Context: an optimization exercise on an open-source flow, tuned for a short achievable clock period and few clock cycles. The choices shown serve that exercise and are no tape-out recipe. RTL that was checked went through simulation tests only; none was proved equivalent to the original. Function not checked in runs 3 and 4: the RTL went through the layout flow alone. Power is estimated from default activity; no workload was simulated.

$ cat flow/run.sh
#!/bin/bash
set -euo pipefail
bash standard.sh SETUP_SLACK_MARGIN=6.0 finish > make.log 2>&1
$ cat standard.sh
#!/bin/bash
# synth_recipe.tcl (not shown) runs the flow's synth.tcl, then flattens the netlist and writes it again
# the make line also repeats each setting of config.mk as NAME=value (left out here)
make -C /OpenROAD-flow-scripts/flow DESIGN_CONFIG=/design/flow/config.mk WORK_HOME=/design/flow/orfs CLKGATE_MAP_FILE= SYNTH_SCRIPT=/design/flow/synth_recipe.tcl "${@:-finish}"
$ cat config.mk
export PLATFORM = sky130hd
export DESIGN_NAME = dma_top
export DESIGN_NICKNAME = dma_top
export VERILOG_FILES = /design/flow/design.v
export SDC_FILE = /design/flow/constraint.sdc
export NUM_CORES = 4
export LEC_CHECK = 0
export CAP_MARGIN = 20
export CORE_MARGIN = 2
export CORE_UTILIZATION = 75
export SLEW_MARGIN = 20
export TNS_END_PERCENT = 100
$ cat constraint.sdc
create_clock -name core_clock -period 9.0 [get_ports {clk_i}]
set_input_delay 1.8000 -clock core_clock [delete_from_list [all_inputs] [get_ports {clk_i}]]
set_output_delay 1.8000 -clock core_clock [all_outputs]
set_load 0.01 [all_outputs]
$ cat design.v
    localparam int ADDR_W     = 32;
    localparam int DATA_W     = 64;
    localparam int BEAT_BYTES = 8;
    localparam int REG_ADDR_W = 5;
    localparam logic [4:0] REG_SRC   = 5'h00;
    localparam logic [4:0] REG_DST   = 5'h08;
    localparam logic [4:0] REG_LEN   = 5'h10;
    localparam logic [4:0] REG_BURST = 5'h18;
    localparam logic [4:0] REG_CTRL  = 5'h1C;
    localparam int CTRL_START = 0;
    localparam int CTRL_DONE  = 1;
    localparam int CTRL_BUSY  = 2;
    localparam int FIFO_DEPTH = 24;
    localparam int FIFO_IDX_W = $clog2(FIFO_DEPTH);
    localparam int FREE_W     = FIFO_IDX_W + 1;
    localparam int BEATS_W    = 30;
`timescale 1ns/1ps
module dma_regs (
    input  logic        clk_i,
    input  logic        rst_i,
    input  logic        reg_en_i,
    input  logic        reg_we_i,
    input  logic [4:0]  reg_addr_i,
    input  logic [63:0] reg_wdata_i,
    input  logic        xfer_done_i,
    output logic [63:0] reg_rdata_o,
    output logic        start_o,
    output logic        busy_o,
    output logic [31:0] src_o,
    output logic [31:0] dst_o,
    output logic [31:0] len_o,
    output logic [7:0]  burst_o,
    output logic        done_o
);
    localparam int ADDR_W     = 32;
    localparam int DATA_W     = 64;
    localparam int BEAT_BYTES = 8;
    localparam int REG_ADDR_W = 5;
    localparam logic [4:0] REG_SRC   = 5'h00;
    localparam logic [4:0] REG_DST   = 5'h08;
    localparam logic [4:0] REG_LEN   = 5'h10;
    localparam logic [4:0] REG_BURST = 5'h18;
    localparam logic [4:0] REG_CTRL  = 5'h1C;
    localparam int CTRL_START = 0;
    localparam int CTRL_DONE  = 1;
    localparam int CTRL_BUSY  = 2;
    localparam int FIFO_DEPTH = 24;
    localparam int FIFO_IDX_W = $clog2(FIFO_DEPTH);
    localparam int FREE_W     = FIFO_IDX_W + 1;
    localparam int BEATS_W    = 30;
    logic [31:0] src_q;
    logic [31:0] dst_q;
    logic [31:0] len_q;
    logic [7:0]  burst_q;
    logic        start_q;
    logic        done_q;
    logic        busy_q;
    logic        wr_en;
    logic        start_wr;
    logic [63:0] ctrl_val;
    logic [63:0] rd_mux;
    assign wr_en    = reg_en_i && reg_we_i;
    assign start_wr = wr_en && (reg_addr_i == REG_CTRL) && reg_wdata_i[CTRL_START] && !busy_q;
    always_comb begin
        ctrl_val             = '0;
        ctrl_val[CTRL_START] = start_q;
        ctrl_val[CTRL_DONE]  = done_q;
        ctrl_val[CTRL_BUSY]  = busy_q;
    end
    always_comb begin
        case (reg_addr_i)
            REG_SRC:   rd_mux = 64'(src_q);
            REG_DST:   rd_mux = 64'(dst_q);
            REG_LEN:   rd_mux = 64'(len_q);
            REG_BURST: rd_mux = 64'(burst_q);
            REG_CTRL:  rd_mux = ctrl_val;
            default:   rd_mux = '0;
        endcase
    end
    always_ff @(posedge clk_i or negedge rst_i) begin
        if (!rst_i) begin
            src_q   <= '0;
            dst_q   <= '0;
            len_q   <= '0;
            burst_q <= '0;
            start_q <= 1'b0;
            done_q  <= 1'b0;
            busy_q  <= 1'b0;
        end else begin
            if (wr_en && !busy_q) begin
                case (reg_addr_i)
                    REG_SRC:   src_q   <= reg_wdata_i[ADDR_W-1:0];
                    REG_DST:   dst_q   <= reg_wdata_i[ADDR_W-1:0];
                    REG_LEN:   len_q   <= reg_wdata_i[31:0];
                    REG_BURST: burst_q <= reg_wdata_i[7:0];
                    default: ;
                endcase
            end
            if (start_wr) begin
                start_q <= 1'b1;
                busy_q  <= 1'b1;
                done_q  <= 1'b0;
            end else if (xfer_done_i) begin
                start_q <= 1'b0;
                busy_q  <= 1'b0;
                done_q  <= 1'b1;
            end
        end
    end
    always_ff @(posedge clk_i or negedge rst_i) begin
        if (!rst_i) begin
            reg_rdata_o <= '0;
        end else if (reg_en_i && !reg_we_i) begin
            reg_rdata_o <= rd_mux;
        end
    end
    assign start_o = start_wr;
    assign busy_o  = busy_q;
    assign src_o   = src_q;
    assign dst_o   = dst_q;
    assign len_o   = len_q;
    assign burst_o = burst_q;
    assign done_o  = done_q;
endmodule
`timescale 1ns/1ps
module dma_fifo (
    input  logic        clk_i,
    input  logic        rst_i,
    input  logic        push_i,
    input  logic [63:0] data_i,
    input  logic        pop_i,
    output logic [63:0] head_o,
    output logic        empty_o
);
    localparam int ADDR_W     = 32;
    localparam int DATA_W     = 64;
    localparam int BEAT_BYTES = 8;
    localparam int REG_ADDR_W = 5;
    localparam logic [4:0] REG_SRC   = 5'h00;
    localparam logic [4:0] REG_DST   = 5'h08;
    localparam logic [4:0] REG_LEN   = 5'h10;
    localparam logic [4:0] REG_BURST = 5'h18;
    localparam logic [4:0] REG_CTRL  = 5'h1C;
    localparam int CTRL_START = 0;
    localparam int CTRL_DONE  = 1;
    localparam int CTRL_BUSY  = 2;
    localparam int FIFO_DEPTH = 24;
    localparam int FIFO_IDX_W = $clog2(FIFO_DEPTH);
    localparam int FREE_W     = FIFO_IDX_W + 1;
    localparam int BEATS_W    = 30;
    logic [63:0]           mem_q [FIFO_DEPTH];
    logic [FIFO_DEPTH-1:0] wr_oh_q;
    logic [FIFO_DEPTH-1:0] rd_oh_q;
    logic [FREE_W-1:0]     count_q;
    logic                  empty_q;
    always_comb begin
        head_o = '0;
        for (int i = 0; i < FIFO_DEPTH; i++) begin
            head_o = head_o | (mem_q[i] & {64{rd_oh_q[i]}});
        end
    end
    assign empty_o = empty_q;
    always_ff @(posedge clk_i) begin
        for (int i = 0; i < FIFO_DEPTH; i++) begin
            if (wr_oh_q[i]) begin
                mem_q[i] <= data_i;
            end
        end
    end
    always_ff @(posedge clk_i or negedge rst_i) begin
        if (!rst_i) begin
            wr_oh_q <= FIFO_DEPTH'(1);
            rd_oh_q <= FIFO_DEPTH'(1);
            count_q <= '0;
            empty_q <= 1'b1;
        end else begin
            if (push_i) begin
                wr_oh_q <= {wr_oh_q[FIFO_DEPTH-2:0], wr_oh_q[FIFO_DEPTH-1]};
            end
            if (pop_i) begin
                rd_oh_q <= {rd_oh_q[FIFO_DEPTH-2:0], rd_oh_q[FIFO_DEPTH-1]};
            end
            case ({push_i, pop_i})
                2'b10: begin
                    count_q <= count_q + 1'b1;
                    empty_q <= 1'b0;
                end
                2'b01: begin
                    count_q <= count_q - 1'b1;
                    empty_q <= (count_q == FREE_W'(1));
                end
                default: ;
            endcase
        end
    end
endmodule
`timescale 1ns/1ps
module dma_read_engine (
    input  logic        clk_i,
    input  logic        rst_i,
    input  logic        busy_i,
    input  logic [31:0] src_i,
    input  logic [31:0] len_i,
    input  logic [7:0]  burst_i,
    input  logic        load_i,       
    input  logic        free_i,       
    output logic        avail_o,      
    output logic [31:0] addr_o,
    output logic [7:0]  beats_o,
    output logic [7:0]  first_beats_o
);
    localparam int ADDR_W     = 32;
    localparam int DATA_W     = 64;
    localparam int BEAT_BYTES = 8;
    localparam int REG_ADDR_W = 5;
    localparam logic [4:0] REG_SRC   = 5'h00;
    localparam logic [4:0] REG_DST   = 5'h08;
    localparam logic [4:0] REG_LEN   = 5'h10;
    localparam logic [4:0] REG_BURST = 5'h18;
    localparam logic [4:0] REG_CTRL  = 5'h1C;
    localparam int CTRL_START = 0;
    localparam int CTRL_DONE  = 1;
    localparam int CTRL_BUSY  = 2;
    localparam int FIFO_DEPTH = 24;
    localparam int FIFO_IDX_W = $clog2(FIFO_DEPTH);
    localparam int FREE_W     = FIFO_IDX_W + 1;
    localparam int BEATS_W    = 30;
    localparam int SL_W = BEATS_W + 1;
    logic [31:0]        addr_q;
    logic [BEATS_W-1:0] left_q;      
    logic [SL_W-1:0]    l1_q;        
    logic [SL_W-1:0]    l2_q;        
    logic [4:0]         bmax_q;      
    logic [5:0]         bmax2_q;     
    logic [FREE_W-1:0]  free_q;      
    logic               prep_q;      
    logic               first_q;     
    logic               avail_q;
    logic [4:0]         bmax_cfg;
    logic [BEATS_W-1:0] beats_cfg;
    logic               full;        
    logic               more;        
    logic [4:0]         size;
    logic               take;
    logic               av_t0, av_t1, av_n0, av_n1;
    always_comb begin
        if (burst_i == 8'd0) begin
            bmax_cfg = 5'd1;
        end else if (burst_i > 8'd16) begin
            bmax_cfg = 5'd16;
        end else begin
            bmax_cfg = burst_i[4:0];
        end
    end
    assign beats_cfg = BEATS_W'(len_i[31:3]) + BEATS_W'(len_i[2:0] != 3'd0);
    always_comb begin
        if ((len_i[31:7] != '0) || ({1'b0, len_i[6:0]} > {bmax_cfg - 5'd1, 3'b000})) begin
            first_beats_o = 8'(bmax_cfg);
        end else begin
            first_beats_o = 8'(len_i[7:3]) + 8'(len_i[2:0] != 3'd0);
        end
    end
    assign full  = !l1_q[SL_W-1];
    assign more  = full && (l1_q != '0);
    assign size  = full ? bmax_q : left_q[4:0];
    assign avail_o = avail_q;
    assign addr_o  = addr_q;
    assign beats_o = 8'(size);
    assign take = load_i || first_q;
    assign av_t0 = more && ({1'b0, free_q} >= (FREE_W+1)'(bmax2_q));
    assign av_t1 = more && ({1'b0, free_q} + 1'b1 >= (FREE_W+1)'(bmax2_q));
    assign av_n0 = (left_q != '0) && (free_q >= FREE_W'(size));
    assign av_n1 = (left_q != '0) && ({1'b0, free_q} + 1'b1 >= (FREE_W+1)'(size));
    always_ff @(posedge clk_i) begin
        if (!busy_i) begin
            addr_q  <= src_i;
            left_q  <= beats_cfg;
            bmax_q  <= bmax_cfg;
            bmax2_q <= {bmax_cfg, 1'b0};
            free_q  <= FREE_W'(FIFO_DEPTH - 1);
        end else if (prep_q) begin
            l1_q <= SL_W'(left_q) - SL_W'(bmax_q);
            l2_q <= SL_W'(left_q) - SL_W'(bmax2_q);
        end else begin
            if (take) begin
                addr_q <= addr_q + {24'd0, size, 3'b000};
                if (full) begin
                    left_q <= l1_q[BEATS_W-1:0];
                    l1_q   <= l2_q;
                    l2_q   <= l2_q - SL_W'(bmax_q);
                end else begin
                    left_q <= '0;
                    l1_q   <= {SL_W{1'b1}};
                    l2_q   <= {SL_W{1'b1}};
                end
            end
            case ({take, free_i})
                2'b10:   free_q <= free_q - FREE_W'(size);
                2'b11:   free_q <= free_q - FREE_W'(size) + 1'b1;
                2'b01:   free_q <= free_q + 1'b1;
                default: ;
            endcase
        end
    end
    always_ff @(posedge clk_i or negedge rst_i) begin
        if (!rst_i) begin
            prep_q  <= 1'b0;
            first_q <= 1'b0;
            avail_q <= 1'b0;
        end else if (!busy_i) begin
            prep_q  <= (len_i != '0);
            first_q <= 1'b0;
            avail_q <= 1'b0;
        end else if (prep_q) begin
            prep_q  <= 1'b0;
            first_q <= 1'b1;
            avail_q <= 1'b0;
        end else begin
            first_q <= 1'b0;
            case ({take, free_i})
                2'b10:   avail_q <= av_t0;
                2'b11:   avail_q <= av_t1;
                2'b01:   avail_q <= av_n1;
                default: avail_q <= av_n0;
            endcase
        end
    end
endmodule
`timescale 1ns/1ps
module dma_write_engine (
    input  logic        clk_i,
    input  logic        rst_i,
    input  logic        busy_i,
    input  logic [31:0] dst_i,
    input  logic [31:0] len_i,
    input  logic [7:0]  burst_i,
    input  logic        load_i,       
    input  logic        wr_pend_i,    
    input  logic        burst_end_i,  
    input  logic        bdone_i,
    output logic [31:0] addr_o,
    output logic        last_o,
    output logic        xfer_done_o
);
    localparam int ADDR_W     = 32;
    localparam int DATA_W     = 64;
    localparam int BEAT_BYTES = 8;
    localparam int REG_ADDR_W = 5;
    localparam logic [4:0] REG_SRC   = 5'h00;
    localparam logic [4:0] REG_DST   = 5'h08;
    localparam logic [4:0] REG_LEN   = 5'h10;
    localparam logic [4:0] REG_BURST = 5'h18;
    localparam logic [4:0] REG_CTRL  = 5'h1C;
    localparam int CTRL_START = 0;
    localparam int CTRL_DONE  = 1;
    localparam int CTRL_BUSY  = 2;
    localparam int FIFO_DEPTH = 24;
    localparam int FIFO_IDX_W = $clog2(FIFO_DEPTH);
    localparam int FREE_W     = FIFO_IDX_W + 1;
    localparam int BEATS_W    = 30;
    logic [31:0]        addr_q;
    logic [BEATS_W-1:0] left_q;      
    logic               left_one_q;  
    logic               left_zero_q; 
    logic [7:0]         b_q;         
    logic [7:0]         cnt_q;       
    logic [BEATS_W-1:0] iss_q;       
    logic [BEATS_W-1:0] ack_q;       
    logic [7:0]         b_cfg;
    logic [BEATS_W-1:0] beats_cfg;
    logic [BEATS_W-1:0] left_dec;
    logic               acked;       
    logic               acked1;      
    assign b_cfg     = (burst_i == 8'd0) ? 8'd1 : burst_i;
    assign beats_cfg = BEATS_W'(len_i[31:3]) + BEATS_W'(len_i[2:0] != 3'd0);
    assign left_dec  = left_q - 1'b1;
    assign addr_o = addr_q;
    assign last_o = (cnt_q == 8'd1) || left_one_q;
    assign acked  = (iss_q == ack_q);
    assign acked1 = (iss_q == ack_q + 1'b1);
    assign xfer_done_o = busy_i && left_zero_q && !wr_pend_i &&
                         (acked || (acked1 && bdone_i));
    always_ff @(posedge clk_i) begin
        if (!busy_i) begin
            addr_q       <= dst_i;
            left_q       <= beats_cfg;
            left_one_q   <= (len_i[31:4] == '0) && (len_i[3] ? (len_i[2:0] == 3'd0) : (len_i[2:0] != 3'd0));
            left_zero_q  <= (len_i == '0);
            b_q          <= b_cfg;
            cnt_q        <= b_cfg;
            iss_q        <= '0;
            ack_q        <= '0;
        end else begin
            if (load_i) begin
                addr_q      <= addr_q + 32'(BEAT_BYTES);
                left_q      <= left_dec;
                left_one_q  <= (left_q == BEATS_W'(2));
                left_zero_q <= left_one_q;
                cnt_q       <= (cnt_q == 8'd1) ? b_q : (cnt_q - 1'b1);
            end
            if (burst_end_i) begin
                iss_q <= iss_q + 1'b1;
            end
            if (bdone_i) begin
                ack_q <= ack_q + 1'b1;
            end
        end
    end
endmodule
`timescale 1ns/1ps
module dma_bus_arbiter (
    input  logic        clk_i,
    input  logic        rst_i,
    input  logic        busy_i,
    input  logic        start_i,
    input  logic [31:0] src_i,
    input  logic [7:0]  first_beats_i,
    input  logic        first_valid_i,
    input  logic        rd_avail_i,
    input  logic [31:0] rd_addr_i,
    input  logic [7:0]  rd_beats_i,
    input  logic        wr_avail_i,
    input  logic [31:0] wr_addr_i,
    input  logic [63:0] wr_wdata_i,
    input  logic        wr_last_i,
    input  logic        mem_gnt_i,
    output logic        rd_load_o,
    output logic        wr_load_o,
    output logic        wr_pend_o,
    output logic        burst_end_o,
    output logic        mem_req_o,
    output logic        mem_we_o,
    output logic [31:0] mem_addr_o,
    output logic [63:0] mem_wdata_o,
    output logic [7:0]  mem_beats_o,
    output logic        mem_last_o
);
    localparam int ADDR_W     = 32;
    localparam int DATA_W     = 64;
    localparam int BEAT_BYTES = 8;
    localparam int REG_ADDR_W = 5;
    localparam logic [4:0] REG_SRC   = 5'h00;
    localparam logic [4:0] REG_DST   = 5'h08;
    localparam logic [4:0] REG_LEN   = 5'h10;
    localparam logic [4:0] REG_BURST = 5'h18;
    localparam logic [4:0] REG_CTRL  = 5'h1C;
    localparam int CTRL_START = 0;
    localparam int CTRL_DONE  = 1;
    localparam int CTRL_BUSY  = 2;
    localparam int FIFO_DEPTH = 24;
    localparam int FIFO_IDX_W = $clog2(FIFO_DEPTH);
    localparam int FREE_W     = FIFO_IDX_W + 1;
    localparam int BEATS_W    = 30;
    logic        req_q;
    logic        we_q;
    logic [31:0] addr_q;
    logic [7:0]  beats_q;
    logic [63:0] wdata_q;
    logic        last_q;
    logic        want;
    logic        rd_g, rd_ng, wr_g, wr_ng;
    logic        load;
    assign want  = rd_avail_i || wr_avail_i;
    assign rd_g  = busy_i && rd_avail_i;
    assign rd_ng = rd_g && !req_q;
    assign wr_g  = busy_i && !rd_avail_i && wr_avail_i;
    assign wr_ng = wr_g && !req_q;
    assign rd_load_o = (mem_gnt_i && rd_g) || rd_ng;
    assign wr_load_o = (mem_gnt_i && wr_g) || wr_ng;
    assign load      = !busy_i || rd_load_o || wr_load_o;
    assign wr_pend_o   = req_q && we_q;
    assign burst_end_o = req_q && we_q && last_q && mem_gnt_i;
    assign mem_req_o   = req_q;
    assign mem_we_o    = we_q;
    assign mem_addr_o  = addr_q;
    assign mem_wdata_o = wdata_q;
    assign mem_beats_o = beats_q;
    assign mem_last_o  = last_q;
    always_ff @(posedge clk_i or negedge rst_i) begin
        if (!rst_i) begin
            req_q <= 1'b0;
        end else if (!busy_i) begin
            req_q <= start_i && first_valid_i;
        end else begin
            req_q <= (busy_i && want) || (req_q && !mem_gnt_i);
        end
    end
    always_ff @(posedge clk_i or negedge rst_i) begin
        if (!rst_i) begin
            we_q    <= 1'b0;
            addr_q  <= '0;
            beats_q <= '0;
            last_q  <= 1'b0;
            wdata_q <= '0;
        end else begin
            if (load) begin
                if (!busy_i) begin
                    we_q    <= 1'b0;
                    addr_q  <= src_i;
                    beats_q <= first_beats_i;
                    last_q  <= 1'b0;
                end else if (rd_avail_i) begin
                    we_q    <= 1'b0;
                    addr_q  <= rd_addr_i;
                    beats_q <= rd_beats_i;
                    last_q  <= 1'b0;
                end else begin
                    we_q    <= 1'b1;
                    addr_q  <= wr_addr_i;
                    beats_q <= 8'd1;
                    last_q  <= wr_last_i;
                end
            end
            if (wr_load_o) begin
                wdata_q <= wr_wdata_i;
            end
        end
    end
endmodule
`timescale 1ns/1ps
module dma_top (
    input  logic        clk_i,
    input  logic        rst_i,
    input  logic        reg_en_i,
    input  logic        reg_we_i,
    input  logic [4:0]  reg_addr_i,
    input  logic [63:0] reg_wdata_i,
    output logic [63:0] reg_rdata_o,
    input  logic        mem_gnt_i,
    input  logic        mem_rvalid_i,
    input  logic [63:0] mem_rdata_i,
    input  logic        mem_bdone_i,
    output logic        mem_req_o,
    output logic        mem_we_o,
    output logic [31:0] mem_addr_o,
    output logic [63:0] mem_wdata_o,
    output logic [7:0]  mem_beats_o,
    output logic        mem_last_o,
    output logic        done_o
);
    localparam int ADDR_W     = 32;
    localparam int DATA_W     = 64;
    localparam int BEAT_BYTES = 8;
    localparam int REG_ADDR_W = 5;
    localparam logic [4:0] REG_SRC   = 5'h00;
    localparam logic [4:0] REG_DST   = 5'h08;
    localparam logic [4:0] REG_LEN   = 5'h10;
    localparam logic [4:0] REG_BURST = 5'h18;
    localparam logic [4:0] REG_CTRL  = 5'h1C;
    localparam int CTRL_START = 0;
    localparam int CTRL_DONE  = 1;
    localparam int CTRL_BUSY  = 2;
    localparam int FIFO_DEPTH = 24;
    localparam int FIFO_IDX_W = $clog2(FIFO_DEPTH);
    localparam int FREE_W     = FIFO_IDX_W + 1;
    localparam int BEATS_W    = 30;
    logic        start;
    logic        busy;
    logic [31:0] src;
    logic [31:0] dst;
    logic [31:0] len;
    logic [7:0]  burst;
    logic        xfer_done;
    logic        push;
    logic        pop;
    logic [63:0] head;
    logic        fifo_empty;
    logic        rd_avail;
    logic [31:0] rd_addr;
    logic [7:0]  rd_beats;
    logic [7:0]  first_beats;
    logic        rd_load;
    logic        wr_load;
    logic        wr_pend;
    logic        burst_end;
    logic        wr_avail;
    logic [31:0] wr_addr;
    logic [63:0] wr_wdata;
    logic        wr_last;
    dma_regs u_regs (
        .clk_i       (clk_i),
        .rst_i       (rst_i),
        .reg_en_i    (reg_en_i),
        .reg_we_i    (reg_we_i),
        .reg_addr_i  (reg_addr_i),
        .reg_wdata_i (reg_wdata_i),
        .xfer_done_i (xfer_done),
        .reg_rdata_o (reg_rdata_o),
        .start_o     (start),
        .busy_o      (busy),
        .src_o       (src),
        .dst_o       (dst),
        .len_o       (len),
        .burst_o     (burst),
        .done_o      (done_o)
    );
    assign wr_avail = !fifo_empty || mem_rvalid_i;
    assign wr_wdata = fifo_empty ? mem_rdata_i : head;
    assign push     = busy && mem_rvalid_i;
    assign pop      = wr_load;
    dma_fifo u_fifo (
        .clk_i   (clk_i),
        .rst_i   (rst_i),
        .push_i  (push),
        .data_i  (mem_rdata_i),
        .pop_i   (pop),
        .head_o  (head),
        .empty_o (fifo_empty)
    );
    dma_read_engine u_read (
        .clk_i         (clk_i),
        .rst_i         (rst_i),
        .busy_i        (busy),
        .src_i         (src),
        .len_i         (len),
        .burst_i       (burst),
        .load_i        (rd_load),
        .free_i        (wr_load),
        .avail_o       (rd_avail),
        .addr_o        (rd_addr),
        .beats_o       (rd_beats),
        .first_beats_o (first_beats)
    );
    dma_write_engine u_write (
        .clk_i       (clk_i),
        .rst_i       (rst_i),
        .busy_i      (busy),
        .dst_i       (dst),
        .len_i       (len),
        .burst_i     (burst),
        .load_i      (wr_load),
        .wr_pend_i   (wr_pend),
        .burst_end_i (burst_end),
        .bdone_i     (mem_bdone_i),
        .addr_o      (wr_addr),
        .last_o      (wr_last),
        .xfer_done_o (xfer_done)
    );
    dma_bus_arbiter u_arb (
        .clk_i         (clk_i),
        .rst_i         (rst_i),
        .busy_i        (busy),
        .start_i       (start),
        .src_i         (src),
        .first_beats_i (first_beats),
        .first_valid_i (len != '0),
        .rd_avail_i    (rd_avail),
        .rd_addr_i     (rd_addr),
        .rd_beats_i    (rd_beats),
        .wr_avail_i    (wr_avail),
        .wr_addr_i     (wr_addr),
        .wr_wdata_i    (wr_wdata),
        .wr_last_i     (wr_last),
        .mem_gnt_i     (mem_gnt_i),
        .rd_load_o     (rd_load),
        .wr_load_o     (wr_load),
        .wr_pend_o     (wr_pend),
        .burst_end_o   (burst_end),
        .mem_req_o     (mem_req_o),
        .mem_we_o      (mem_we_o),
        .mem_addr_o    (mem_addr_o),
        .mem_wdata_o   (mem_wdata_o),
        .mem_beats_o   (mem_beats_o),
        .mem_last_o    (mem_last_o)
    );
endmodule
==> impl.org, run 1 <==
** Status
- The flow ran to the end and the layout has no timing, DRC or antenna violations.

** Drt
- Sum of routed wire length over all layers :: approximately 260 mm
- The pre-antenna-repair detailed-routing pass consisted of 10 iterations.
- Via Count :: slightly below 60000
- For this block, the initial DRC count from the detailed router was between 10000 and 15000.
- The detail route stage leaves a number of antenna-violating nets equal to 0.
- DR vias/cell :: ~7.6
- DRC violation count after routing :: 0
- In the final routed layout, each cell accounts on average for ~34 um.

** STA
- Hold Fails Final Rpt :: 0
- Setup violations remaining at the end of the flow were counted as 0.
- The routed design could run at a clock period as short as around 3300 ps.
- The number of slew-limit violations in the final report came to 0.
- After routing, the total negative slack on setup checks comes to 0 ps.
- In the finished design, the share of the clock period the worst path needs comes to between 30% and 40%.
- Clock Skew :: ~53 ps
- Actual slew at the worst max-slew pin :: about 1200 ps
- Unrepaired setup endpoints after global routing :: yes
- In this run the tightest slew margin relative to its limit is 17.55%.
- Static timing analysis puts the maximum clock frequency at slightly above 300 MHz.

** Yosys
- Synthesized-area fraction occupied by and/or/nand/nor cells :: slightly below 7%
- Synth Warn # :: 6
- Leading post-synthesis cells by cell area :: edfxtp_1 62%, dfrtp_1 8.8%, a22o_1 3.1%
- The synthesized design contains around 1700 enable-type register cells.
- Top FF cell, synth :: edfxtp_1
- Summing the areas of all compound-gate instances in the mapped netlist gives about an eighth of the synthesized area.
- Of all cell types, the one taking the most synthesized area is edfxtp_1.
- Of the total synthesized cell area, the portion taken by full adders, half adders and majority gates is 1.001%.
- Seq cells post-synth :: roughly 2100
- Area of the mapped netlist :: between 80000 and 90000 um2
- After synthesis, flip-flops and latches occupy between 70 and 80% of the total area.
- Multiplexer cells account for ~2.8% of the synthesized area.
- A synthesized cell averages 14.94 um2.
- Top-area cell type share of the netlist area :: between 60% and 70%
- Number of instances in the synthesized netlist :: around 5700
- Distinct cell type count of the synthesized netlist :: just under 80
- After synthesis, the share of flip-flops with an asynchronous set or reset is ~14%.
- Largest family of logic cells by synthesized area :: compound AO/OA/AOI/OAI gates
- Summing the areas of all xor and xnor instances in the mapped netlist gives under 10% of the synthesized area.

** Clock network
- Buffers inserted to repair hold after CTS numbered 0.
- The clock reaches the later pin of the worst-skew pair after about 840 ps.
- In this run the deepest clock path goes through 3 buffers.
- Clock tree from TritonCTS :: done
- Clock tree synthesis inserted a total of around 200 buffers.
- Post-CTS clock slew at the launch and capture registers of the worst setup and hold paths :: around 60 ps
- Number of levels the H-tree was split into :: 4
- The tree is rooted in a clkbuf_16.
- Number of clock sinks seen by CTS :: between 2000 and 2500

** Worst setup path
- The number of cells on the worst reg-to-reg path is 12.
- Endpoint of the most critical setup path :: mem_req_o
- Number of buffer and inverter stages on the critical path :: 1
- Traced cell by cell, the critical path runs through buf_6.
- Endpoint of the most critical register-to-register path :: u_read.addr_q[26]
- In this run the worst path has a maximum fanout of 5.
- Reg-to-Reg Start :: u_read.l1_q[30]
- Among all stages on the critical path, the largest delay is contributed by dfrtp_2.
- On the worst path, the slowest cell contributes a delay of 480 ps.
- At the worst endpoint, the required time is 7200 ps.
- The critical path is of the flop to primary output type.
- At the worst endpoint, the arrival time is around 1500 ps.
- Crit path depth :: 1
- FF-to-FF setup slack :: 5840 ps
- The worst setup path is captured at a primary output.
- Critical path origin :: u_arb.req_q
- Gate family responsible for the most delay along the worst path :: flip-flops
- STA classifies the critical path startpoint as a flop.

** Min path
- In this run the worst hold path is classified as flop to flop.
- The startpoint identified for the worst hold timing path is u_arb.wdata_q[55].

** Cells and area
- Commonest non-fill, non-tap cells in the layout :: 1745 x edfxtp_1, 310 x nand2_1, 303 x a22o_1
- Leaving out fill and tap cells, the most frequent cell in the layout is edfxtp_1.
- Relative to the synthesized area, the layout overhead comes to 15.14%.
- Number of nets at the end of the flow :: 6251
- Utilization of the core after routing :: between 80% and 90%
- Fin cells :: between 7000 and 8000
- Layout cell share with drive strength beyond 1 :: about 17%

** Placement
- After legalization and detailed placement, the total HPWL measured ~130 mm.
- At the end of routability-driven placement, the weighted congestion stood at around 0.88.
- During placement, the flow inserted port buffers numbering roughly 250.
- Number of placed instances with taps included :: 7154

** Global route
- The total overflow left after global routing is 0.
- In the global route stage, overall resource usage came out at approximately 45%.
- The number of global-route vias before repair was 57402.
- Pin count of the biggest net entering global routing :: ~160
- Wire length of the first global-routing pass :: between 300 and 400 mm
- Initial antenna violation count :: 28

** Power
- For this design the ratio of total power to cell area is 255.3 nW/um2.
- VDD sags by at most between 0.2 and 0.25 mV.
- Leak pwr :: between 30 and 40 nW

** Run
- Max-cap violations :: 0

** Floorplan
- The die covers between 100000 and 150000 um2.
- around 310 I/O pins were placed.
- Floorplan core area :: 112500 um2
- The die is between 300 and 400 um tall.
- Number of rows in the core area :: approximately 120
- DIE WIDTH :: around 340 um
- Initial standard-cell utilization of the core :: 75.55%
## Yosys cell counts, types with 30 or more instances
cell      count
nand4_1     197
a211oi_1     32
a22o_1      303
ha_1         60
edfxtp_1   1745
a22oi_1     157
mux2i_1      71
nor3_1       52
and3_1       30
o22ai_1      70
nor2_1      268
buf_4        38
xor2_1      136
inv_1        54
dfrtp_1     298
nand2_1     317
o21ai_0     187
nand3_1      88
a21oi_1     194
clkbuf_1    252
nor4_1       50
mux2_2      139
a21o_1       37
a222oi_1     64
buf_1        88
xnor2_1     142
or3_1        30
a221oi_1    257
dfxtp_1      66
## how the worst min path moves through the flow
stage | endpoint | cells past startpoint
global route | u_arb.wdata_q[55] | 2
CTS | u_arb.wdata_q[55] | 2
detailed placement | u_arb.addr_q[29] | 1
global placement | u_arb.wdata_q[10] | 2
floorplan | u_fifo.count_q[5] | 1
finish | u_arb.wdata_q[55] | 2
## worst reg2reg max path: cells and delay by family, from the launching register on
family	cells	cell delay (ps)
multiplexers	1	400
flip-flops	1	380
buffers and inverters	3	390
adder cells (fa/ha/maj)	1	280
AND/OR/NAND/NOR	2	900
AO/OA/AOI/OAI	5	650
## per-stage QoR
| step | area [um2] | worst slack, ps | hold WS [ps] | total power, mW |
|---|---|---|---|---|
| floorplan | 85870 | 5306 | 438.4 | 14.54 |
| global placement | 89170 | 3662 | 460.7 | 15.75 |
| detailed placement | 89170 | 3586 | 467.8 | 15.90 |
| CTS | 96910 | 5701 | 478.8 | 24.62 |
| global route | 97850 | 5720 | 496.9 | 25.69 |
| finish | 97860 | 5733 | 475.7 | 24.99 |
## registers in the layout (all words and copies together) (netlist names), 8 cells and up
| signal | cells |
|---|---|
| u_fifo.mem_q | 1536 |
| u_arb.wdata_q | 64 |
| u_arb.addr_q | 32 |
| u_read.addr_q | 32 |
| u_regs.dst_q | 32 |
| u_regs.len_q | 32 |
| u_regs.reg_rdata_o | 32 |
| u_regs.src_q | 32 |
| u_write.addr_q | 32 |
| u_read.l1_q | 31 |
| u_read.l2_q | 31 |
| u_read.left_q | 30 |
| u_write.ack_q | 30 |
| u_write.iss_q | 30 |
| u_write.left_q | 30 |
| u_fifo.rd_oh_q | 24 |
| u_fifo.wr_oh_q | 24 |
| u_regs.burst_q | 8 |
| u_write.b_q | 8 |
| u_write.cnt_q | 8 |
## what timing repair did
action / 4_1_cts / 5_1_grt
pin swaps: 32 / 40
buffers inserted: 117 / 61
gates cloned: 11 / 2
gates resized for setup: 709 / 93
endpoints found under the setup margin: 586 / 406
hold endpoints to repair: 0 / 0
## power by group
| group | total (mW) | switching [mW] | internal, mW | leakage [nW] |
|---|---|---|---|---|
| logic | 4.26 | 2.51 | 1.75 | 10.6 |
| registers | 12.2 | 0.735 | 11.4 | 20.5 |
| clock network | 8.55 | 3.76 | 4.79 | 3.26 |
## kinds of logic (layout without fill, tap and decap cells)
| kind of cell | count (synthesis) | after routing |
|---|---|---|
| muxes | 215 | 215 |
| and+or+nand+nor | 1167 | 1170 |
| adders and majority gates | 65 | 65 |
| AOI/OAI and AO/OA | 1404 | 1405 |
| xor gates and xnor gates | 278 | 278 |
| buffers and inverters | 446 | 942 |
| other | 1 | 51 |
| DFF | 2112 | 2112 |
## layer usage
layer	up-vias	track usage, %	share of wire [%]
met5	-	0	0.059
met2	5647	69.52	47
met4	24	27.69	6.9
met3	1208	10.73	15
met1	28378	58.26	32
li1	23274	-	-
## final cells by class
type | instances | area [um2]
diodes | 17 | 42.54
clock buffers | 274 | 5570
clock inverters | 102 | 1066
fillers | 4770 | 14640
inverters | 56 | 241.5
multi-input cells | 3167 | 23090
flip-flops and latches | 2112 | 61460
well taps | 1500 | 1877
repair buffers | 509 | 4496
repair inverters | 1 | 16.27
Testbench counts, summed over its fixed seeds: cycles 23,605.
==> run 2, diff against run 1 <==
--- a/config.mk
+++ b/config.mk
@@ -7,6 +7,6 @@
 export LEC_CHECK = 0
 export CAP_MARGIN = 20
 export CORE_MARGIN = 2
-export CORE_UTILIZATION = 75
+export CORE_UTILIZATION = 60
 export SLEW_MARGIN = 20
 export TNS_END_PERCENT = 100
==> run 2 against run 1 <==
- worst setup slack better by 4.3 ps
- utilization is 17 points lower
- via count is 5.2% lower
- critical endpoint unchanged
- largest cell class unchanged
- highest routed layer unchanged
==> impl.org, run 2 <==
** Cells and area
- The number of flip-flops under the largest register name came to 1536 (unchanged).
- The library cell used most frequently in the layout, excluding fill and tap cells, is edfxtp_1.
- The library cells used most frequently in the layout, excluding fill and tap cells, are 1745 x edfxtp_1, 309 x nand2_1, 303 x a22o_1.
- The number of nets in the layout came to 6273 (+0.35%).
- Registers with the highest flip-flop counts :: u_fifo.mem_q (1536), u_arb.wdata_q (64)
- The final-layout fill cell count is 9660 (+100%).
- The final core utilization was 69.89% (-17 points).
- Layout cell share with drive strength beyond 1 :: 17.03% (+0.47 points)
- Largest register by flop count :: u_fifo.mem_q
- Post-route design area :: 98590 um2 (+0.75%)
- Fin cells :: 8142 (+5.2%)
- Compared with the post-synthesis result, the final layout area differs by 16.00%.

** Yosys
- Seq cells post-synth :: 2112 (unchanged)
- Post-synthesis share of cell area spent on full adders, half adders and majority gates :: 1.001% (unchanged)
- Most numerous cell types in the synthesized netlist :: 1745 x edfxtp_1, 317 x nand2_1, 303 x a22o_1
- Top-area cell type share of the netlist area :: 61.65% (unchanged)
- Post-synthesis async set-or-reset flop share :: 14.25% (unchanged)
- Mux contribution to synthesized area :: 2.810% (unchanged)
- EDFF count, synth :: 1745 (unchanged)
- Largest family of logic cells by synthesized area :: compound AO/OA/AOI/OAI gates
- After synthesis, the cell types taking the most area are edfxtp_1 62%, dfrtp_1 8.8%, a22o_1 3.1%.
- The total number of yosys warnings was 6 (unchanged).
- Average cell area after synthesis :: 14.94 um2 (unchanged)
- Synth Area in Compound Gates :: 12.21% (unchanged)
- edfxtp_1 takes more of the synthesized area than any other cell.
- Post-synthesis xor/xnor area fraction :: 2.865% (unchanged)
- Synthesized-area fraction occupied by and/or/nand/nor cells :: 6.878% (unchanged)
- Distinct cell type count of the synthesized netlist :: 78 (unchanged)
- Most frequently used cell type in the post-synthesis netlist :: edfxtp_1
- The sequential share of the synthesized area came to 72.07% (unchanged).
- Number of instances in the synthesized netlist :: 5688 (unchanged)
- The post-synthesis instance area was 84990 um2 (unchanged).
- Top FF cell, synth :: edfxtp_1

** Global route
- Wire length of the first global-routing pass :: 369.8 mm (-2.1%)
- Overflow after GRT :: 0 (unchanged)
- Vias in the first global route :: 53234 (-7.3%)
- The largest net degree at the start of global routing is 144 (-8.9%).
- Initial antenna violation count :: 23 (-18%)
- Total global routing track utilization :: 35.18% (-9.7 points)

** Drt
- DR vias/cell :: 6.814 (-9.9%)
- The number of antenna-violating nets in the routed design was 0 (unchanged).
- Mean routed wirelength per cell :: 31.84 um (-6.0%)
- DRC violation count after routing :: 0 (unchanged)
- Sum of routed wire length over all layers :: 259.3 mm (-1.1%)
- First-pass iteration count of the detailed router :: 6 (-4)
- The routed via count was 55476 (-5.2%).
- Initial DRC count :: 6985 (-33%)

** Placement
- Number of placed instances with taps included :: 7550 (+5.5%)
- Post-placement cell area :: 89700 um2 (+0.59%)
- DP Worst Slack :: 3609 ps (+23.24 ps)
- The quantity of I/O buffers inserted on ports came to 245 (unchanged).
- The placed wire-length estimate was 134.2 mm (+3.2%).
- The placer congestion estimate was 0.8799 (-0.49%).

** STA
- The highest clock rate is 306.5 MHz (+0.13%).
- The relative max-transition margin is 18.74% (+1.2 points).
- The number of slew-limit violations in the final report is 0 (unchanged).
- Setup-violating endpoint count in the final report :: 0 (unchanged)
- Summed negative setup slack over all endpoints :: 0 ps (unchanged)
- Unrepaired setup endpoints after global routing :: yes
- Actual slew at the worst max-slew pin :: 1219 ps (-17.88 ps)
- The share of the cycle needed by the critical path after routing was 36.25% (-0.047 points).
- The worst slack on hold paths is 474.8 ps (-0.8540 ps).
- The final hold violation count is 0 (unchanged).
- The time the worst path needs with I/O delays and setup is 3262 ps (-4.270 ps).
- Final worst slack :: 5738 ps (+4.270 ps)
- Clock Skew :: 39.33 ps (-13.70 ps)

** Run
- The reported max-cap violation count is 0 (unchanged).

** Clock network
- The tree is rooted in a clkbuf_16.
- The clock latency at the later pin of the worst-skew pair was 840 ps (about the same).
- Number of clock sinks seen by CTS :: 2112 (unchanged)
- Number of levels the H-tree was split into :: 4 (unchanged)
- TritonCTS built the clock tree.
- The total CTS buffers is 207 (+4.0%).
- The number of buffers between clock root and the deepest sink came to 3 (unchanged).
- The cts-stage hold buffer count is 0 (unchanged).
- The clock-pin slew reported for the worst setup and hold paths after clock tree synthesis came to 60 ps (about the same).

** Worst setup path
- Crit path required time :: 7200 ps (about the same)
- The critical path is of the flop to primary output type.
- The combined buffer and inverter count along the critical path was 1 (unchanged).
- Cell at the slowest stage of the critical path :: dfrtp_2
- Critical Path AT :: 1460 ps (about the same)
- Traced cell by cell, the critical path runs through buf_6.
- The worst setup path is launched from a flop.
- STA classifies the critical path endpoint as a primary output.
- On the critical path the largest part of the delay comes from flip-flops.
- The maximum single-stage delay on the critical path is 490 ps (about the same).
- Critical path peak fanout :: 2 (-3)

** Floorplan
- Number of rows in the core area :: 138 (+12%)
- The area of the core was 141100 um2 (+25%).
- The die area came to 144700 um2 (+25%).
- Initial standard-cell utilization of the core :: 60.25% (-15 points)
- Number of top-level pins :: 312 (unchanged)
- Die height :: 380.4 um (+12%)
- The die outline width was 380.4 um (+12%).

** Min path
- The min-delay analysis places its worst path in the category flop to flop.

** Power
- The overall power of the completed layout came to 25.20 mW (+0.83%).
- The maximum vdd drop came to 0.2090 mV (-14%).
- The power density normalized to cell area came to 255.6 nW/um2 (about the same).
- The static power due to leakage was 34.52 nW (+0.43%).

** Status
- Outcome :: no timing/DRC/antenna violations
## run 2: cell counts after synthesis
No cell type changed its count.
## run 2: logic make-up (layout without fill, tap and decap cells)
logic type	count (synthesis)	after routing
AOI/OAI and AO/OA	1404	1405
xor gates and xnor gates	278	278
adders and majority gates	65	65
buffers and inverters	446	969
DFF	2112	2112
muxes	215	215
other	1	37
and+or+nand+nor	1167	1171
## run 2: what timing repair did
| action | 4_1_cts | 5_1_grt |
|---|---|---|
| pin swaps | 29 | 37 |
| cloned | 11 | 2 |
| setup endpoints to repair | 608 | 355 |
| setup buffers | 115 | 70 |
| hold endpoints to repair | 0 | 0 |
| gates resized for setup | 692 | 79 |
## run 2: power by group
part | switching (mW) | internal, mW
combinational | 2.44 | 1.75
clock | 3.77 | 5.07
sequential | 0.719 | 11.4
total | 6.92 | 18.3
## run 2: final timing paths
check	startpoint	endpoint	slack, ps	cells past startpoint
worst max-delay path	u_arb.req_q	mem_req_o	5740	1
worst min-delay path	u_fifo.count_q[5]	u_fifo.count_q[5]	470	1
worst max register to register	u_read.l1_q[30]	u_read.addr_q[26]	5900	10
worst min register to register	u_fifo.count_q[5]	u_fifo.count_q[5]	470	1
max in group asynchronous	rst_i	u_fifo.rd_oh_q[14]	6540	2
min in group asynchronous	rst_i	u_regs.reg_rdata_o[27]	1010	1
## run 2: cell type report
cell class                      count  area, um2  area share [%]
Tap cell                         1890       2365           2.399
Inverter                           56      244.0          0.2475
Timing Repair Buffer              521       4458           4.522
Clock buffer                      264       5660           5.741
Clock inverter                    126       1340           1.359
Timing Repair inverter              2      27.53         0.02792
Sequential cell                  2112      61460           62.34
Antenna cell                        3      7.507        0.007615
Multi-Input combinational cell   3168      23020           23.35
## run 2: routing by layer
metal	wire length, um	vias to the layer above	global-route usage, %
met1	98600	28273	48.68
li1	-	23390	-
met3	25990	560	6.128
met4	9818	30	12.79
met2	124700	3223	56.60
met5	173	-	0
==> run 3, diff against run 2 <==
--- a/design.v
+++ b/design.v
@@ -227,11 +227,15 @@
     localparam int BEATS_W    = 30;
     localparam int SL_W = BEATS_W + 1;
     logic [31:0]        addr_q;
+    logic [31:0]        addr_nx_q;   
     logic [BEATS_W-1:0] left_q;      
     logic [SL_W-1:0]    l1_q;        
     logic [SL_W-1:0]    l2_q;        
     logic [4:0]         bmax_q;      
     logic [5:0]         bmax2_q;     
+    logic [7:0]         taken_q;     
+    logic [7:0]         given_q;     
+    logic [7:0]         used;        
     logic [FREE_W-1:0]  free_q;      
     logic               prep_q;      
     logic               first_q;     
@@ -267,6 +271,8 @@
     assign addr_o  = addr_q;
     assign beats_o = 8'(size);
     assign take = load_i || first_q;
+    assign used   = taken_q - given_q;
+    assign free_q = FREE_W'(FIFO_DEPTH - 1) - FREE_W'(used);
     assign av_t0 = more && ({1'b0, free_q} >= (FREE_W+1)'(bmax2_q));
     assign av_t1 = more && ({1'b0, free_q} + 1'b1 >= (FREE_W+1)'(bmax2_q));
     assign av_n0 = (left_q != '0) && (free_q >= FREE_W'(size));
@@ -274,16 +280,19 @@
     always_ff @(posedge clk_i) begin
         if (!busy_i) begin
             addr_q  <= src_i;
+            addr_nx_q <= src_i + {24'd0, bmax_cfg, 3'b000};
             left_q  <= beats_cfg;
             bmax_q  <= bmax_cfg;
             bmax2_q <= {bmax_cfg, 1'b0};
-            free_q  <= FREE_W'(FIFO_DEPTH - 1);
+            taken_q <= '0;
+            given_q <= '0;
         end else if (prep_q) begin
             l1_q <= SL_W'(left_q) - SL_W'(bmax_q);
             l2_q <= SL_W'(left_q) - SL_W'(bmax2_q);
         end else begin
             if (take) begin
-                addr_q <= addr_q + {24'd0, size, 3'b000};
+                addr_q    <= addr_nx_q;
+                addr_nx_q <= addr_nx_q + {24'd0, bmax_q, 3'b000};
                 if (full) begin
                     left_q <= l1_q[BEATS_W-1:0];
                     l1_q   <= l2_q;
@@ -294,12 +303,12 @@
                     l2_q   <= {SL_W{1'b1}};
                 end
             end
-            case ({take, free_i})
-                2'b10:   free_q <= free_q - FREE_W'(size);
-                2'b11:   free_q <= free_q - FREE_W'(size) + 1'b1;
-                2'b01:   free_q <= free_q + 1'b1;
-                default: ;
-            endcase
+            if (take) begin
+                taken_q <= taken_q + 8'(size);
+            end
+            if (free_i) begin
+                given_q <= given_q + 1'b1;
+            end
         end
     end
     always_ff @(posedge clk_i or negedge rst_i) begin
==> run 3 against run 2 <==
- still clean
- register-to-register slack got worse by 20 ps
- utilization decreased by 0.51 points
- clock skew increased by 16 ps
- cell count increased by 3.4%
- critical path type unchanged
==> impl.org, run 3 <==
** Status
- The run finished with no timing, DRC or antenna violations.

** STA
- The share of the cycle needed by the critical path after routing came to 36.46% (+0.21 points).
- The post-route clock skew came to 55.01 ps (+15.68 ps).
- Fmax :: 304.8 MHz (-0.56%)
- Unrepaired setup endpoints after global routing :: yes
- Min cycle time layout :: 3281 ps (+18.51 ps)
- The transition time of the tightest slew-check pin came to 1225 ps (+6.171 ps).
- The number of slew-limit violations in the final report is 0 (unchanged).
- The final hold violation count came to 0 (unchanged).
- Setup-violating endpoint count in the final report :: 0 (unchanged)
- Post-route worst hold slack :: 472.3 ps (-2.587 ps)
- The relative max-transition margin came to 18.33% (-0.41 points).
- The final setup TNS was 0 ps (unchanged).

** Cells and area
- The ratio of cells with drive above 1 in the final layout was 17.09% (+0.058 points).
- The footprint of the multi-input gates came to 24370 um2 (+5.8%).
- From synthesis to final layout, the design area changed by 15.13%.
- Combined flip-flop and latch cell area :: 62570 um2 (+1.8%)
- Number of nets at the end of the flow :: 6538 (+4.2%)
- Utilization of the core after routing :: 69.37% (-0.51 points)
- The number of flip-flops under the largest register name was 1536 (unchanged).
- Largest register by flop count :: u_fifo.mem_q
- Post-route design area :: 100900 um2 (+2.3%)
- The largest registers in the layout are u_fifo.mem_q (1536), u_arb.wdata_q (64).
- Commonest non-fill, non-tap cells in the layout :: 1777 x edfxtp_1, 379 x nand2_1, 302 x a22o_1
- The library cell used most frequently in the layout, excluding fill and tap cells, is edfxtp_1.
- Fill cell instance count of the final layout :: 9950 (+3.0%)

** Floorplan
- DIE WIDTH :: 386.1 um (+1.5%)
- Number of top-level pins :: 312 (unchanged)
- The area of the core came to 145400 um2 (+3.1%).
- The site row count is 140 (+1.4%).
- The initial core utilization was 60.26% (about the same).
- The die area was 149100 um2 (+3.0%).
- Die height :: 386.1 um (+1.5%)

** Drt
- Initial DRC count :: 7322 (+4.8%)
- First-pass iteration count of the detailed router :: 6 (unchanged)
- The number of antenna-violating nets in the routed design is 0 (unchanged).
- DRC violation count after routing :: 0 (unchanged)
- Via Count :: 57607 (+3.8%)
- Sum of routed wire length over all layers :: 270.2 mm (+4.2%)
- Mean routed wirelength per cell :: 32.10 um (+0.83%)
- The average via count per standard cell came to 6.846 (+0.47%).

** Power
- Psw :: 5.734 mW (-17%)
- The power density normalized to cell area was 227.6 nW/um2 (-11%).
- Internal power :: 17.22 mW (-5.8%)
- Leak pwr :: 34.94 nW (+1.2%)
- The switching share of power came to 24.98% (-2.5 points).
- Combinational share of power :: 13.2% (-3.4 points)
- Design Power :: 22.95 mW (-8.9%)
- The clock share of power was 36.7% (+1.6 points).
- The maximum vdd drop came to 0.2110 mV (+0.96%).
- Proportion of power drawn by flip-flops and latches :: 50.1% (+1.8 points)

** Min path
- In this run the worst hold path is classified as flop to flop.
- The path with the worst hold slack has its endpoint at u_arb.addr_q[10].
- The startpoint identified for the worst hold timing path is u_arb.addr_q[10].
- Hold Path Stages :: 2 (+1)

** Worst setup path
- Cell at the slowest stage of the critical path :: dfrtp_2
- The worst endpoint data arrival time came to 1480 ps (+20 ps).
- The critical path is of the flop to primary output type.
- The largest fanout of any net on the critical path was 2 (unchanged).
- The flop-to-flop setup slack came to 5880 ps (-20 ps).
- Worst-path cell chain :: buf_6
- Number of buffer and inverter stages on the critical path :: 1 (unchanged)
- Kind of end point of the critical path :: primary output
- The worst setup path is launched from a flop.
- R2R depth :: 16 (+6)
- Stage delay of the slowest cell on the critical path :: 490 ps (about the same)
- Gate family responsible for the most delay along the worst path :: flip-flops
- Crit path required time :: 7200 ps (about the same)
- The worst register-to-register path ends at u_read.addr_nx_q[21].
- Reg-to-Reg Start :: u_regs.burst_q[7]
- Critical path origin :: u_arb.wdata_q[28]

** Global route
- Vias in the first global route :: 54987 (+3.3%)
- Wire length of the first global-routing pass :: 385.5 mm (+4.2%)
- Initial antenna violation count :: 14 (-39%)
- Total global routing track utilization :: 35.85% (+0.67 points)
- Overflow after GRT :: 0 (unchanged)
- The largest net degree at the start of global routing is 76 (-47%).

** Yosys
- After synthesis, the cell types taking the most area are edfxtp_1 61%, dfrtp_1 8.5%, a22o_1 3.0%.
- Post-synth top area cell :: edfxtp_1
- Area of the mapped netlist :: 87610 um2 (+3.1%)
- Average cell area after synthesis :: 14.70 um2 (-1.6%)
- The total of flip-flops plus latches after synthesis came to 2150 (+1.8%).
- Number of instances in the synthesized netlist :: 5961 (+4.8%)
- Most numerous cell types in the synthesized netlist :: 1777 x edfxtp_1, 386 x nand2_1, 302 x a22o_1
- Top-area cell type share of the netlist area :: 60.91% (-0.74 points)
- EDFF count, synth :: 1777 (+1.8%)
- Synth Warn # :: 6 (unchanged)
- Sequential cell area fraction in the yosys report :: 71.16% (-0.92 points)
- The proportion of synthesized flip-flops having asynchronous set or reset is 14.00% (-0.25 points).
- Distinct cell type count of the synthesized netlist :: 84 (+7.7%)
- Most frequently used cell type in the post-synthesis netlist :: edfxtp_1
- Top FF cell, synth :: edfxtp_1

** Clock network
- TritonCTS built the clock tree.
- Post-CTS clock slew at the launch and capture registers of the worst setup and hold paths :: 60 ps (about the same)
- The total CTS buffers came to 207 (unchanged).
- Root buf cell :: clkbuf_16
- Post-cts hold buffer count :: 0 (unchanged)
- Number of clock sinks seen by CTS :: 2150 (+1.8%)
- The count of H-tree levels built during CTS is 4 (unchanged).
- The clock latency at the later pin of the worst-skew pair is 840 ps (about the same).
- The number of buffers between clock root and the deepest sink came to 3 (unchanged).

** Placement
- The placer congestion estimate is 0.8843 (+0.50%).
- HPWL after DPL :: 140.8 mm (+4.9%)
- The cell area after placement was 91910 um2 (+2.5%).
- Count of input and output buffers :: 245 (unchanged)

** Run
- Max-cap violations :: 0 (unchanged)
-- run 3: kinds of logic after synthesis --
family	after synthesis	share of synthesized area, %
DFF	2150	71.16
other	1	0.004280
buffers and inverters	497	2.311
AOI/OAI and AO/OA	1391	11.64
muxes	251	3.209
xor gates and xnor gates	313	3.129
adders and majority gates	86	1.288
and+or+nand+nor	1272	7.259
-- run 3: worst max-delay path by stage --
stage | endpoint | slack (ps) | depth (start not counted)
global route | mem_wdata_o[28] | 5680 | 1
global placement | u_regs.done_q | 4240 | 7
CTS | mem_wdata_o[28] | 5690 | 1
floorplan | u_read.addr_nx_q[10] | 4980 | 3
finish | mem_wdata_o[28] | 5720 | 1
detailed placement | u_regs.len_q[20] | 4180 | 6
-- run 3: area by class of cell --
type                            count  share of cell area, %
Antenna cell                        7                0.01737
Clock inverter                     91                 0.7468
Clock buffer                      297                  5.794
Sequential cell                  2150                  62.03
Multi-Input combinational cell   3352                  24.16
Timing Repair Buffer              523                  4.559
Inverter                           78                 0.3114
Tap cell                         1917                  2.378
-- run 3: metal layers --
layer | wire [um] | vias up | global-route usage (%)
met5 | 57 | - | 0
met4 | 10380 | 10 | 12.78
met3 | 26330 | 583 | 5.231
met2 | 129500 | 3378 | 58.15
met1 | 103900 | 29468 | 50.00
li1 | - | 24168 | -
-- run 3: what timing repair did --
action | 4_1_cts | 5_1_grt
cloned | 13 | 2
gates resized for setup | 766 | 118
pin swaps | 39 | 52
endpoints found under the setup margin | 657 | 340
buffers inserted | 103 | 66
-- run 3: power by group through the flow --
stage                     Clock, mW  Combinational (mW)  Sequential [mW]
final                          8.43                3.02             11.5
after floorplan                   0                1.51             11.6
after global placement            0                2.33             11.7
after global routing           8.87                3.30             11.5
after CTS                      8.50                2.78             11.5
after detailed placement          0                2.37             11.7
-- run 3: per-stage QoR --
step	std cells	setup slack [ps]
5_1_grt	8413	5683
4_1_cts	8340	5689
3_5_place_dp	7836	4180
6_report	8415	5719
3_3_place_gp	7836	4240
2_1_floorplan	5994	4980
==> run 4, diff against run 3 <==
--- a/config.mk
+++ b/config.mk
@@ -8,5 +8,7 @@
 export CAP_MARGIN = 20
 export CORE_MARGIN = 2
 export CORE_UTILIZATION = 60
+export CTS_CLUSTER_DIAMETER = 60
+export CTS_CLUSTER_SIZE = 30
 export SLEW_MARGIN = 20
 export TNS_END_PERCENT = 100
==> run 4 against run 3 <==
- clock skew fell by 7.0 ps
- hold slack improved by 2.8 ps
- synthesized cell count is the same
- combinational power hardly changed
- via count decreased by 1.1%
- clock power down 15%
- sequential share of layout area grew 1.0 points
- utilization fell by 1.2 points
- still clean on timing, DRC and antenna
- maximum frequency increased by 0.72%
- global-route usage is 0.27 points lower
- sequential power about the same
- sequential cell count is the same
- critical path type unchanged
- largest cell class unchanged
==> impl.org, run 4 <==
** Status
- The flow ran to the end and the layout has no timing, DRC or antenna violations.

** Drt
- The average via count per standard cell came to 6.884 (+0.56%).
- The final routed wire length divided by cell count was 32.38 um (+0.86%).
- The routed via count came to 56992 (-1.1%).
- Remaining antenna violation count after routing :: 0 (unchanged)
- First-pass iteration count of the detailed router :: 8 (+2)
- Sum of routed wire length over all layers :: 268.1 mm (-0.77%)
- The DRC violations left came to 0 (unchanged).
- The number of design-rule violations left by the first detailed-router iteration is 7302 (-0.27%).

** Clock network
- TritonCTS built the clock tree.
- The total CTS buffers came to 140 (-32%).
- The clock-pin slew reported for the worst setup and hold paths after clock tree synthesis was 100 ps (+40 ps).
- Number of levels the H-tree was split into :: 4 (unchanged)
- Root buf cell :: clkbuf_16
- Clock network latency to the later pin of the worst-skew pair :: 810 ps (-30 ps)
- The TritonCTS sink count was 2150 (unchanged).
- Post-cts hold buffer count :: 0 (unchanged)
- Max clock buf depth :: 3 (unchanged)

** Yosys
- Leading post-synthesis cells by cell area :: edfxtp_1 61%, dfrtp_1 8.5%, a22o_1 3.0%
- The distinct cell type count after synthesis is 84 (unchanged).
- Number of instances in the synthesized netlist :: 5961 (unchanged)
- The proportion of synthesized flip-flops having asynchronous set or reset is 14.00% (unchanged).
- Synth Warn # :: 6 (unchanged)
- Sequential cell area fraction in the yosys report :: 71.16% (unchanged)
- EDFF count, synth :: 1777 (unchanged)
- Most frequently used cell type in the post-synthesis netlist :: edfxtp_1
- Post-synth top area cell :: edfxtp_1
- The synthesized area per cell came to 14.70 um2 (unchanged).
- The area share of the leading cell type in the synthesized netlist came to 60.91% (unchanged).
- Area of the mapped netlist :: 87610 um2 (unchanged)
- Seq cells post-synth :: 2150 (unchanged)
- In the synthesized netlist the dominant register cell turns out to be edfxtp_1.
- Most numerous cell types in the synthesized netlist :: 1777 x edfxtp_1, 386 x nand2_1, 302 x a22o_1

** Global route
- Pin count of the biggest net entering global routing :: 76 (unchanged)
- Vias in the first global route :: 54081 (-1.6%)
- Wire length of the first global-routing pass :: 381.9 mm (-0.93%)
- Initial antenna violation count :: 15 (+1)
- The global-route usage over all layers is 35.57% (-0.27 points).
- Overflow after GRT :: 0 (unchanged)

** Floorplan
- The height of the die came to 386.1 um (unchanged).
- The die area is 149100 um2 (unchanged).
- The die outline width was 386.1 um (unchanged).
- The initial core utilization is 60.26% (unchanged).
- Number of top-level pins :: 312 (unchanged)
- The area of the core is 145400 um2 (unchanged).
- Number of rows in the core area :: 140 (unchanged)

** Min path
- The hold path depth was 2 (unchanged).
- In this run the most critical hold path is launched from u_arb.addr_q[10].
- For hold timing, the worst endpoint is u_arb.addr_q[10].
- The min-delay analysis places its worst path in the category flop to flop.

** STA
- Actual slew at the worst max-slew pin :: 1174 ps (-51.47 ps)
- The relative max-transition margin was 21.76% (+3.4 points).
- Clock Skew :: 47.99 ps (-7.018 ps)
- Unrepaired setup endpoints after global routing :: yes
- The highest clock rate was 307.0 MHz (+0.72%).
- Final worst slack :: 5743 ps (+23.54 ps)
- Post-route clock period utilization :: 36.19% (-0.26 points)
- The time the worst path needs with I/O delays and setup is 3257 ps (-23.54 ps).
- The count of endpoints failing setup in the final report is 0 (unchanged).
- The number of slew-limit violations in the final report came to 0 (unchanged).
- Post-route worst hold slack :: 475.1 ps (+2.796 ps)
- The final hold violation count is 0 (unchanged).
- Summed negative setup slack over all endpoints :: 0 ps (unchanged)

** Worst setup path
- The maximum single-stage delay on the critical path was 500 ps (about the same).
- The data required time of the critical path was 7200 ps (about the same).
- The startpoint identified for the worst register-to-register timing path is u_regs.burst_q[7].
- FF-to-FF setup slack :: 5860 ps (-20 ps)
- The worst endpoint data arrival time came to 1460 ps (-20 ps).
- The worst setup path is captured at a primary output.
- CP startpoint kind :: flop
- Walking the worst path, the cells encountered are buf_6.
- R2R depth :: 16 (unchanged)
- The combined buffer and inverter count along the critical path was 1 (unchanged).
- Among all stages on the critical path, the largest delay is contributed by dfrtp_2.
- Gate family responsible for the most delay along the worst path :: flip-flops
- Critical path peak fanout :: 2 (unchanged)
- Type of the worst setup path :: flop to primary output
- The endpoint identified for the worst register-to-register timing path is u_read.addr_nx_q[31].

** Placement
- The quantity of I/O buffers inserted on ports was 245 (unchanged).
- DP Worst Slack :: 4180 ps (unchanged)
- HPWL after DPL :: 140.8 mm (unchanged)
- Final weighted congestion in routability-driven placement :: 0.8843 (unchanged)

** Power
- The maximum vdd drop was 0.2143 mV (+1.6%).
- The static power due to leakage came to 34.04 nW (-2.6%).
- PD cells :: 217.8 nW/um2 (-4.3%)

** Cells and area
- Largest register by flop count :: u_fifo.mem_q
- The ratio of cells with drive above 1 in the final layout is 16.64% (-0.45 points).
- The largest registers in the layout are u_fifo.mem_q (1536), u_arb.wdata_q (64).
- Leading cell type in the layout, fill and taps excluded :: edfxtp_1
- In the layout the commonest cells are 1777 x edfxtp_1, 378 x nand2_1, 302 x a22o_1.
- Number of nets at the end of the flow :: 6463 (-1.1%)
- The number of flip-flops under the largest register name is 1536 (unchanged).
- Area grow syn2layout :: 13.22%

** Run
- The reported max-cap violation count came to 0 (unchanged).
==> run 4: cell count changes in the layout (fill, tap and decap cells not counted), sizes merged, moves of 2 or more <==
| cell | previous run | this run |
|---|---|---|
| clkbuf | 300 | 161 |
| clkinv | 84 | 33 |
| inv | 77 | 122 |
| clkinvlp | 2 | 15 |
| buf | 411 | 402 |
| bufbuf | 4 | 6 |
| bufinv | 6 | 8 |
==> run 4: stage by stage <==
step	power [mW]	instances	utilization, %	instance area, um2
floorplan	13.12	5994	-	87790
global placement	14.01	7836	63.21	91890
detailed placement	14.06	7836	63.21	91910
CTS	21.44	8207	67.45	98070
global route	22.29	8276	68.22	99180
finish	21.60	8279	68.22	99190
==> run 4: cells by family after synthesis <==
family | after synthesis | share of synthesized area (%)
other | 1 | 0.004280
flip-flops | 2150 | 71.16
adder cells (fa/ha/maj) | 86 | 1.288
XOR/XNOR | 313 | 3.129
AND/OR/NAND/NOR | 1272 | 7.259
buffers and inverters | 497 | 2.311
multiplexers | 251 | 3.209
AO/OA/AOI/OAI | 1391 | 11.64
==> run 4: worst max path at each step <==
stage                       from                    to  slack (ps)  cells past startpoint
2_1_floorplan          mem_gnt_i  u_read.addr_nx_q[10]        4980                      3
3_3_place_gp       reg_addr_i[4]         u_regs.done_q        4240                      7
3_5_place_dp       reg_addr_i[1]      u_regs.len_q[20]        4180                      6
4_1_cts        u_arb.wdata_q[28]       mem_wdata_o[28]        5710                      1
5_1_grt        u_regs.burst_q[7]  u_read.addr_nx_q[31]        5690                     16
6_report       u_arb.wdata_q[28]       mem_wdata_o[28]        5740                      1
==> run 4: timing repair <==
item,in CTS,in global routing
gates resized for setup,762,122
pin swaps,33,54
cloned,16,1
setup endpoints to repair,637,433
setup buffers,96,63
==> run 4: per-layer routing <==
metal	up-vias	GRT usage [%]	share of wire (%)
met2	3217	57.43	48
met1	29240	49.92	39
met5	-	0	0.026
met4	10	12.34	3.9
met3	531	5.335	9.6
li1	23994	-	-
==> run 4: power breakdown <==
part | internal (mW) | switching, mW | total (mW)
logic | 1.33 | 1.66 | 2.99
clock network | 3.44 | 3.69 | 7.13
registers | 11.2 | 0.314 | 11.5
==> run 4: worst reg2reg max path: stages, from the launching register on <==
cell and delay [ps]:
dfrtp_2 430, nor4_4 350, o21ai_2 110, buf_6 140
inv_4 70, ha_4 130, inv_2 30, fa_2 340
nor2b_2 120, o21ai_2 70, a21boi_1 120, buf_4 180
o2111ai_4 180, buf_8 210, nor4_4 160, xnor2_1 140
mux2i_1 80
==> run 4: final cells by class <==
cell class | count | area (um2)
Clock buffer | 159 | 3785
Fill cell | 10129 | 46200
Clock inverter | 100 | 1199
Antenna cell | 8 | 20.02
Timing Repair Buffer | 515 | 4563
Multi-Input combinational cell | 3352 | 24350
Sequential cell | 2150 | 62570
Tap cell | 1917 | 2399
Inverter | 78 | 307.8

==> afterwards: timing with drivers on the ports <==
The flow's constraints put no driver on any port. The routed layouts listed below were extracted and timed again, unchanged, in two steps. Step 1: set_driving_cell puts a clkbuf_16 on clk_i and a buf_2 on each other input, an assumption about the parent block. Step 2 adds t to the input delays and takes it off the output delays; t is the mean of the earliest and latest rising clock arrival at the registers after step 1. Input paths then give back, and output paths get back, about the clock's delay inside the block. a / b / c = no drivers / after step 1 / after step 2; a / b = the first two.
run | shift t [ns] | slack for setup (ns) | hold slack, ns | pins driven straight from the clock port
run 1 | 0.887 | 5.733 / 5.653 / 5.003 | 0.476 / 0.476 / 0.476 | 1
run 2 | 0.910 | 5.738 / 5.647 / 5.068 | 0.475 / 0.475 / 0.475 | 1
run 3 | 0.911 | 5.719 / 5.625 / 5.175 | 0.472 / 0.472 / 0.472 | 1
run 4 | 0.877 | 5.743 / 5.652 / 5.096 | 0.475 / 0.475 / 0.475 | 1
After both steps setup and hold are still met in every run listed. The setup slack of run 1, which loses most, moves by -0.080 ns with the drivers and by -0.730 ns with both steps.
